What follows belongs to an exercise in optimizing a design on an open flow for small area and few clock cycles; a production flow would make more cautious choices. The RTL was checked by simulation tests, not by an equivalence proof against the original design. Power is estimated from default activity; no workload was simulated.

exp/onyx:
## framed_gamepad_report_mapper
module framed_gamepad_report_mapper (
	input  logic               clk,
	input  logic               arst_n,
	input  logic               in_valid,
	output logic               in_stall,
	input  logic [7:0]         rx_byte,
	output logic               out_valid,
	input  logic               out_stall,
	output logic signed [15:0] stick_lx,
	output logic signed [15:0] stick_ly,
	output logic signed [15:0] stick_rx,
	output logic signed [15:0] stick_ry,
	output logic [7:0]         left_trigger,
	output logic [7:0]         right_trigger,
	output logic [15:0]        button_bits,
	output logic [3:0]         hat_dir,
	output logic [47:0]        gyro_xyz,
	output logic [47:0]        accel_xyz,
	output logic [1:0]         format_used,
	input  logic               cfg_valid,
	output logic               cfg_ready,
	input  logic [2:0]         cfg_index,
	input  logic [7:0]         cfg_data
);
Size: about 910 cells after synthesis, roughly 230 I/O pins.
Settings: LEC_CHECK=0, CAP_MARGIN=20, CORE_MARGIN=2, CORE_UTILIZATION=30, CTS_BUF_LIST=sky130_fd_sc_hd__clkbuf_8, CTS_CLUSTER_DIAMETER=60, CTS_CLUSTER_SIZE=16, SLEW_MARGIN=20; clock period 13.0 ns.
standard.sh (not shown) runs the stock make flow with config.mk's settings and CLKGATE_MAP_FILE= SYNTH_SCRIPT=/design/flow/synth_recipe.tcl, a recipe that flattens the netlist after the stock synthesis.
==> flow/flow/run.sh <==
#!/bin/bash
# Own flow: the standard layout (standard.sh), with the synthesis script swapped for
# flow/my_synth.tcl (same registers, area-oriented mapping of the combinational logic) and
# the port buffers made with the smallest buffer cell.
set -euo pipefail
W=$(pwd)
sed "s|SYNTH_SCRIPT=[^ ]*|SYNTH_SCRIPT=$W/flow/my_synth.tcl 'BUFFER_PORTS_ARGS=-buffer_cell sky130_fd_sc_hd__buf_1'|" standard.sh > my_standard.sh
grep -q "SYNTH_SCRIPT=$W/flow/my_synth.tcl" my_standard.sh
bash my_standard.sh synth > synth.log 2>&1
bash my_standard.sh > layout.log 2>&1
==> flow/flow/area.abc <==
strash
&get -n
&deepsyn -T 120 -S @SEED@
&put
&get -n
&dch -f
&nf -R 1000
&put
topo
stime -c
==> flow/flow/my_synth.tcl <==
# The standard synthesis (synth_recipe.tcl) with two changes that touch only the combinational
# logic: Yosys's full-adder extraction is skipped, and ABC maps with an area-oriented script
# (flow/area.abc, run with several random seeds for its &deepsyn step; the smallest result is
# kept). Registers are mapped exactly as in the standard synthesis.
set my_dir [file dirname [file normalize [info script]]]
set my_seeds {1 2 3 4}
proc synth {args} { yosys synth -nofsm -noshare {*}$args }
proc extract_fa {args} { puts "extract_fa skipped" }
proc my_area {} {
  set libargs ""
  foreach lib $::env(LIB_FILES) { append libargs "-liberty $lib " }
  set f $::env(OBJECTS_DIR)/my_abc_stat.txt
  yosys tee -q -o $f stat {*}$libargs
  set fh [open $f r]; set txt [read $fh]; close $fh
  if { [regexp {Chip area for module[^:]*:\s*([0-9.]+)} $txt -> a] } { return $a }
  return 1e12
}
proc abc {args} {
  set i [lsearch $args -script]
  set src [open [file join $::my_dir area.abc] r]; set body [read $src]; close $src
  yosys design -save my_pre_abc
  set best 1e12
  foreach seed $::my_seeds {
    yosys design -load my_pre_abc
    set scr $::env(OBJECTS_DIR)/my_area_$seed.abc
    set fh [open $scr w]; puts -nonewline $fh [string map [list @SEED@ $seed] $body]; close $fh
    set a [lreplace $args [expr {$i+1}] [expr {$i+1}] $scr]
    yosys abc {*}$a
    set area [my_area]
    puts "my_abc seed $seed area $area"
    if { $area < $best } { set best $area; yosys design -save my_best_abc }
  }
  yosys design -load my_best_abc
  puts "my_abc kept area $best"
}
source $::env(SCRIPTS_DIR)/synth.tcl
# left out here: clear keep_hierarchy, flatten, clean up, hide names made inside functions, write 1_2_yosys.v
Testbench counts of exp/onyx, summed over its fixed seeds: cycles 40,727.
Relative to exp/onyx, the following input files were edited for exp/tundra:
# exp/onyx
export LEC_CHECK = 0
export CAP_MARGIN = 20
export CORE_MARGIN = 2
export CORE_UTILIZATION = 30
export CTS_BUF_LIST = sky130_fd_sc_hd__clkbuf_8
export CTS_CLUSTER_DIAMETER = 60
export CTS_CLUSTER_SIZE = 16
export SLEW_MARGIN = 20
create_clock -name core_clock -period 13.0 [get_ports {clk}]
# exp/tundra
export LEC_CHECK = 0
export CAP_MARGIN = 20
export CORE_MARGIN = 2
export CORE_UTILIZATION = 40
export CTS_BUF_LIST = sky130_fd_sc_hd__clkbuf_8
export CTS_CLUSTER_DIAMETER = 60
export CTS_CLUSTER_SIZE = 16
export SLEW_MARGIN = 20
create_clock -name core_clock -period 13.0 [get_ports {clk}]
==> flow/flow/area.abc <==
strash
&get -n
&deepsyn -T 300
&put
&get -n
&dch -f
&nf -R 1000
&put
topo
stime -c
==> flow/flow/my_synth.tcl <==
# The standard synthesis (synth_recipe.tcl) with two changes that touch only the combinational
# logic: Yosys's full-adder extraction is skipped, and ABC maps with an area-oriented script
# (flow/area.abc). Registers are mapped exactly as in the standard synthesis.
set my_abc_script [file join [file dirname [file normalize [info script]]] area.abc]
proc synth {args} { yosys synth -nofsm -noshare {*}$args }
proc extract_fa {args} { puts "extract_fa skipped" }
proc abc {args} {
  set i [lsearch $args -script]
  if { $i >= 0 } { set args [lreplace $args [expr {$i+1}] [expr {$i+1}] $::my_abc_script] }
  yosys abc {*}$args
}
source $::env(SCRIPTS_DIR)/synth.tcl
# left out here: clear keep_hierarchy, flatten, clean up, hide names made inside functions, write 1_2_yosys.v
Findings:
- exp/onyx leaves more setup margin than exp/tundra.
- exp/onyx has a lower post-route clock period utilization than exp/tundra.
- On final routed wire length divided by cell count: exp/tundra sits above exp/onyx.
- Number of global-route vias before repair down about 1.6% in exp/tundra wrt exp/onyx
- Sort exp/onyx and exp/tundra by global-route usage desc -> top: exp/tundra
- For the final period demand of the worst path, exp/tundra came in 47 ps higher than exp/onyx did.
- The hold slack on exp/tundra is in line with that on exp/onyx.
- The portion of total power attributed to the clock network in exp/tundra sits 3.8 points above the value recorded for exp/onyx.
- Between exp/onyx and exp/tundra, design area is higher for exp/onyx, exp/tundra comes in under that.
[inputs] exp/yarrow vs exp/tundra
# exp/tundra
export LEC_CHECK = 0
export CAP_MARGIN = 20
export CORE_MARGIN = 2
export CORE_UTILIZATION = 40
export CTS_BUF_LIST = sky130_fd_sc_hd__clkbuf_8
export CTS_CLUSTER_DIAMETER = 60
export CTS_CLUSTER_SIZE = 16
export SLEW_MARGIN = 20
create_clock -name core_clock -period 13.0 [get_ports {clk}]
# exp/yarrow
export LEC_CHECK = 0
export CAP_MARGIN = 20
export CORE_MARGIN = 2
export CORE_UTILIZATION = 40
export CTS_BUF_LIST = sky130_fd_sc_hd__clkbuf_8
export CTS_CLUSTER_DIAMETER = 60
export CTS_CLUSTER_SIZE = 18
export SLEW_MARGIN = 20
create_clock -name core_clock -period 13.0 [get_ports {clk}]
==> flow/flow/area.abc <==
strash
&get -n
&deepsyn -T 120 -S @SEED@
&put
&get -n
&dch -f
&nf -R 1000
&put
topo
stime -c
==> flow/flow/my_synth.tcl <==
# The standard synthesis (synth_recipe.tcl) with two changes that touch only the combinational
# logic: Yosys's full-adder extraction is skipped, and ABC maps with an area-oriented script
# (flow/area.abc, run with several random seeds for its &deepsyn step; the smallest result is
# kept). Registers are mapped exactly as in the standard synthesis.
set my_dir [file dirname [file normalize [info script]]]
set my_seeds {1 2 3 4}
proc synth {args} { yosys synth -nofsm -noshare {*}$args }
proc extract_fa {args} { puts "extract_fa skipped" }
proc my_area {} {
  set libargs ""
  foreach lib $::env(LIB_FILES) { append libargs "-liberty $lib " }
  set f $::env(OBJECTS_DIR)/my_abc_stat.txt
  yosys tee -q -o $f stat {*}$libargs
  set fh [open $f r]; set txt [read $fh]; close $fh
  if { [regexp {Chip area for module[^:]*:\s*([0-9.]+)} $txt -> a] } { return $a }
  return 1e12
}
proc abc {args} {
  set i [lsearch $args -script]
  set src [open [file join $::my_dir area.abc] r]; set body [read $src]; close $src
  yosys design -save my_pre_abc
  set best 1e12
  foreach seed $::my_seeds {
    yosys design -load my_pre_abc
    set scr $::env(OBJECTS_DIR)/my_area_$seed.abc
    set fh [open $scr w]; puts -nonewline $fh [string map [list @SEED@ $seed] $body]; close $fh
    set a [lreplace $args [expr {$i+1}] [expr {$i+1}] $scr]
    yosys abc {*}$a
    set area [my_area]
    puts "my_abc seed $seed area $area"
    if { $area < $best } { set best $area; yosys design -save my_best_abc }
  }
  yosys design -load my_best_abc
  puts "my_abc kept area $best"
}
source $::env(SCRIPTS_DIR)/synth.tcl
# left out here: clear keep_hierarchy, flatten, clean up, hide names made inside functions, write 1_2_yosys.v
Results
exp/yarrow: met1 track demand over resource lower than exp/tundra. Diff exp/tundra -> exp/yarrow | wire length on met2 | up by a few percent. Relative to exp/tundra, post-synth net total has increased by 4 in exp/yarrow. Any difference in core utilization between exp/yarrow and exp/tundra is small enough to ignore. Summary of exp/yarrow over exp/tundra: routed via count now larger, share of the synthesized area in compound gates (AO/OA/AOI/OAI) now larger, count of buffers not belonging to the clock network in the layout now smaller, area after synthesis now larger. Delta (exp/yarrow minus exp/tundra): highest clock rate now sits higher, routed wire length now sits lower, number of cells in the design after placement now sits at about the same level.
Changes in exp/pepper relative to exp/yarrow:
# exp/yarrow
export LEC_CHECK = 0
export CAP_MARGIN = 20
export CORE_MARGIN = 2
export CORE_UTILIZATION = 40
export CTS_BUF_LIST = sky130_fd_sc_hd__clkbuf_8
export CTS_CLUSTER_DIAMETER = 60
export CTS_CLUSTER_SIZE = 18
export SLEW_MARGIN = 20
create_clock -name core_clock -period 13.0 [get_ports {clk}]
# exp/pepper
export LEC_CHECK = 0
export CAP_MARGIN = 20
export CORE_MARGIN = 2
export CORE_UTILIZATION = 30
export CTS_BUF_LIST = sky130_fd_sc_hd__clkbuf_8
export CTS_CLUSTER_DIAMETER = 50
export CTS_CLUSTER_SIZE = 20
export SLEW_MARGIN = 20
create_clock -name core_clock -period 13.0 [get_ports {clk}]
NOTE final weighted congestion of routability-driven global placement exp/yarrow->exp/pepper decreased by a few percent
Comparing exp/yarrow and exp/pepper, the lower logic gate share of total power was measured on exp/pepper.
Diff exp/yarrow..exp/pepper | remaining antenna violation count after routing | unchanged
Comparing exp/yarrow and exp/pepper, the lower final worst hold slack is on exp/yarrow.
Summary of exp/pepper over exp/yarrow: setup slack now sits higher; number of DRC violations after detailed-routing iteration 0 now sits lower; number of cells traversed by the worst hold path now sits at about the same level; die footprint now sits higher; final core utilization now sits lower.
In the metrics for exp/yarrow and exp/pepper, the one carrying the higher post-route met1 wirelength is exp/pepper.

==> port drivers added, routing unchanged <==
Ports are ideal in the flow. The routed layouts listed here were re-timed in OpenROAD.
Step 1, drivers: a clkbuf_16 drives clk and a buf_2 each remaining input, both assumed.
Step 2 times the ports against the registers' clock, not the clock port: input delays grow and output delays shrink by t, the midpoint of the rising clock arrivals with the driver on.
Three values: no drivers, after step 1, after step 2; two values: the first two.
| run | shift t [ns] | setup slack, ns | latest minus earliest clock arrival (ns) | cell pins on the clock port's net |
|---|---|---|---|---|
| exp/onyx | 0.595 | 3.473 / 3.473 / 3.473 | 0.046 / 0.046 | 1 |
| exp/tundra | 0.583 | 3.426 / 3.426 / 3.426 | 0.030 / 0.029 | 1 |
| exp/yarrow | 0.584 | 4.241 / 4.241 / 4.241 | 0.044 / 0.044 | 1 |
| exp/pepper | 0.615 | 4.399 / 4.399 / 4.399 | 0.042 / 0.043 | 1 |
After both steps setup and hold are still met in every run listed.
